Background: an optimization exercise with open tools, aiming at small area, a short achievable clock period and few clock cycles per item. Do not read the settings as production practice. Where RTL was checked, it was by simulation tests only, not by an equivalence proof against the original.

==> module mcd_sqrt_cell, before the edit <==
module mcd_sqrt_cell #(
    parameter int K = 0
) (
    input  logic                     aclk,
    input  logic                     aresetn,
    input  logic                     v_i,
    input  logic                     nl_i,
    input  logic                     sat_i,
    input  logic [mcd_pkg::X_W-1:0]  x_i,
    input  logic [15:0]              un_i,
    output logic                     v_o,
    output logic                     nl_o,
    output logic                     sat_o,
    output logic [mcd_pkg::X_W-1:0]  x_o,
    output logic [15:0]              un_o
);
    logic                     v_reg, nl_reg, sat_reg;
    logic [mcd_pkg::X_W-1:0]  x_reg, x_next;
    logic [K+3:0]             un_reg;
    logic [15:0]              un_next;
    mcd_sqrt_step #(.K(K)) u_step (.x(x_i), .un(un_i), .y(x_next), .un_o(un_next));
    always_ff @(posedge aclk) begin
        if (!aresetn) v_reg <= 1'b0;
        else          v_reg <= v_i;
    end
    always_ff @(posedge aclk) begin
        nl_reg <= nl_i;
        sat_reg <= sat_i;
        x_reg  <= x_next;
        un_reg <= un_next[K+3:0];
    end
    assign v_o  = v_reg;
    assign nl_o = nl_reg;
    assign sat_o = sat_reg;
    assign x_o  = x_reg;
    assign un_o = 16'(un_reg) | ~((16'd1 << (K + 4)) - 16'd1);
endmodule
==> module marked_cell_distance, before the edit <==
module marked_cell_distance #(
    parameter int MAX_COLS = 1024,
    parameter int MAX_ROWS = 1024
) (
    input  logic                        aclk,
    input  logic                        aresetn,
    input  logic                        s_tvalid,
    output logic                        s_tready,
    input  logic [7:0]                  s_tdata,    
    output logic                        m_tvalid,
    input  logic                        m_tready,
    output logic [15:0]                 m_tdata,    
    output logic [0:0]                  m_tuser,    
    input  logic                        cfg_wen,
    input  logic                        cfg_index,
    input  logic [mcd_pkg::PT_W-1:0]    cfg_data
);
    localparam int NS = 7;     
    logic                                w_acc;
    logic [NS:0]                         v_c, nl_c, sat_c;
    logic [NS:0][mcd_pkg::X_W-1:0]       x_c;
    logic [NS:0][15:0]                   un_c;
    assign un_c[0] = ~16'd1;    
    mcd_front u_front (
        .aclk      (aclk),
        .aresetn   (aresetn),
        .s_tready  (s_tready),
        .s_tvalid  (s_tvalid),
        .s_tdata   (s_tdata),
        .cfg_wen   (cfg_wen),
        .cfg_index (cfg_index),
        .cfg_data  (cfg_data),
        .v_o       (v_c[0]),
        .nl_o      (nl_c[0]),
        .sat_o     (sat_c[0]),
        .w_acc_o   (w_acc),
        .x_o       (x_c[0])
    );
    for (genvar i = 0; i < NS; i++) begin : g_cell
        mcd_sqrt_cell #(
            .K (2 * i)
        ) u_cell (
            .aclk    (aclk),
            .aresetn (aresetn),
            .v_i     (v_c[i]),
            .nl_i    (nl_c[i]),
            .sat_i   (sat_c[i]),
            .x_i     (x_c[i]),
            .un_i    (un_c[i]),
            .v_o     (v_c[i+1]),
            .nl_o    (nl_c[i+1]),
            .sat_o   (sat_c[i+1]),
            .x_o     (x_c[i+1]),
            .un_o    (un_c[i+1])
        );
    end
    mcd_out u_out (
        .aclk     (aclk),
        .aresetn  (aresetn),
        .v_i      (v_c[NS]),
        .nl_i     (nl_c[NS]),
        .sat_i    (sat_c[NS]),
        .x_i      (x_c[NS]),
        .m_tready (m_tready),
        .w_acc    (w_acc),
        .s_tready (s_tready),
        .m_tvalid (m_tvalid),
        .m_tdata  (m_tdata),
        .m_tuser  (m_tuser)
    );
endmodule
clock: 6.5 ns
lec_check: 0
abc_clock_period_in_ps: 2500
cap_margin: 20
core_margin: 2
core_utilization: 40
setup_slack_margin: 3.8
slew_margin: 20
run.sh (not shown) runs the stock make flow with config.mk's settings and CLKGATE_MAP_FILE= SYNTH_SCRIPT=/design/flow/synth_recipe.tcl, a recipe that flattens the netlist after the stock synthesis.
Edit:
--- a/flow/design.v
+++ b/flow/design.v
@@ -581,7 +581,8 @@
              | (x & ((mcd_pkg::X_W'(1) << (24 - 2 * K)) - mcd_pkg::X_W'(1)));
 endmodule
 module mcd_sqrt_cell #(
-    parameter int K = 0
+    parameter int K = 0,
+    parameter int N = 1
 ) (
     input  logic                     aclk,
     input  logic                     aresetn,
@@ -598,9 +599,21 @@
 );
     logic                     v_reg, nl_reg, sat_reg;
     logic [mcd_pkg::X_W-1:0]  x_reg, x_next;
-    logic [K+3:0]             un_reg;
-    logic [15:0]              un_next;
-    mcd_sqrt_step #(.K(K)) u_step (.x(x_i), .un(un_i), .y(x_next), .un_o(un_next));
+    localparam int KO = K + 2 * N;      
+    logic [KO+1:0]                 un_reg;
+    logic [N:0][mcd_pkg::X_W-1:0]  xs;
+    logic [N:0][15:0]              uns;
+    assign xs[0]  = x_i;
+    assign uns[0] = un_i;
+    for (genvar j = 0; j < N; j++) begin : g_step
+        mcd_sqrt_step #(.K(K + 2 * j)) u_step (
+            .x    (xs[j]),
+            .un   (uns[j]),
+            .y    (xs[j+1]),
+            .un_o (uns[j+1])
+        );
+    end
+    assign x_next = xs[N];
     always_ff @(posedge aclk) begin
         if (!aresetn) v_reg <= 1'b0;
         else          v_reg <= v_i;
@@ -609,13 +622,13 @@
         nl_reg <= nl_i;
         sat_reg <= sat_i;
         x_reg  <= x_next;
-        un_reg <= un_next[K+3:0];
+        un_reg <= uns[N][KO+1:0];
     end
     assign v_o  = v_reg;
     assign nl_o = nl_reg;
     assign sat_o = sat_reg;
     assign x_o  = x_reg;
-    assign un_o = 16'(un_reg) | ~((16'd1 << (K + 4)) - 16'd1);
+    assign un_o = 16'(un_reg) | ~((16'd1 << (KO + 2)) - 16'd1);
 endmodule
 `timescale 1ns / 1ps
 module mcd_out #(
@@ -720,7 +733,7 @@
     input  logic                        cfg_index,
     input  logic [mcd_pkg::PT_W-1:0]    cfg_data
 );
-    localparam int NS = 7;     
+    localparam int NS = 6;     
     logic                                w_acc;
     logic [NS:0]                         v_c, nl_c, sat_c;
     logic [NS:0][mcd_pkg::X_W-1:0]       x_c;
@@ -743,7 +756,8 @@
     );
     for (genvar i = 0; i < NS; i++) begin : g_cell
         mcd_sqrt_cell #(
-            .K (2 * i)
+            .K ((i == 0) ? 0 : 2 * i + 2),
+            .N ((i == 0) ? 2 : 1)
         ) u_cell (
             .aclk    (aclk),
             .aresetn (aresetn),
What happened: The changed run went through all stages and came out clean. Via count went up by about 2%. Cell count went up by 1.1%. Design area went down by 0.41%. Flip-flop and latch count went down by 34. Wire length went up by about 1%. First-iteration DRC count went up by about 25%. Setup slack is worse by 21 ps. Core utilization went down by 0.19 points. Hold slack barely changes. Critical path depth went up by 2.
Testbench counts after the change, summed over its fixed seeds: cycles 32,176, items 32,000.
For the first run of this note, only the layout was checked, not whether the RTL still works.

what the ideal ports hide:
Ports are ideal in the flow. The routed layouts listed here were re-timed in OpenROAD. Step 1 sets driving cells, clkbuf_16 on the clock port and buf_2 on the other inputs (assumed; they add their load-dependent delay and slew). Step 2 moves the port delays by t, midway between the first and last clock arrival at a register: inputs arrive t later, outputs are due t later. That takes back most of the time a late clock gives input paths. Three values: ideal ports, drivers, drivers and shift; two values: the first two.
run	shift t [ns]	setup WS [ns]	clock arrival spread, ns
the first run	0.670	3.813 / 3.802 / 3.170	0.053 / 0.053
the second run	0.670	3.792 / 3.792 / 3.275	0.046 / 0.046
After both steps setup and hold are still met in every run listed. For the first run, which loses most, drivers alone change the setup slack by -0.011 ns; drivers and shift together by -0.643 ns.
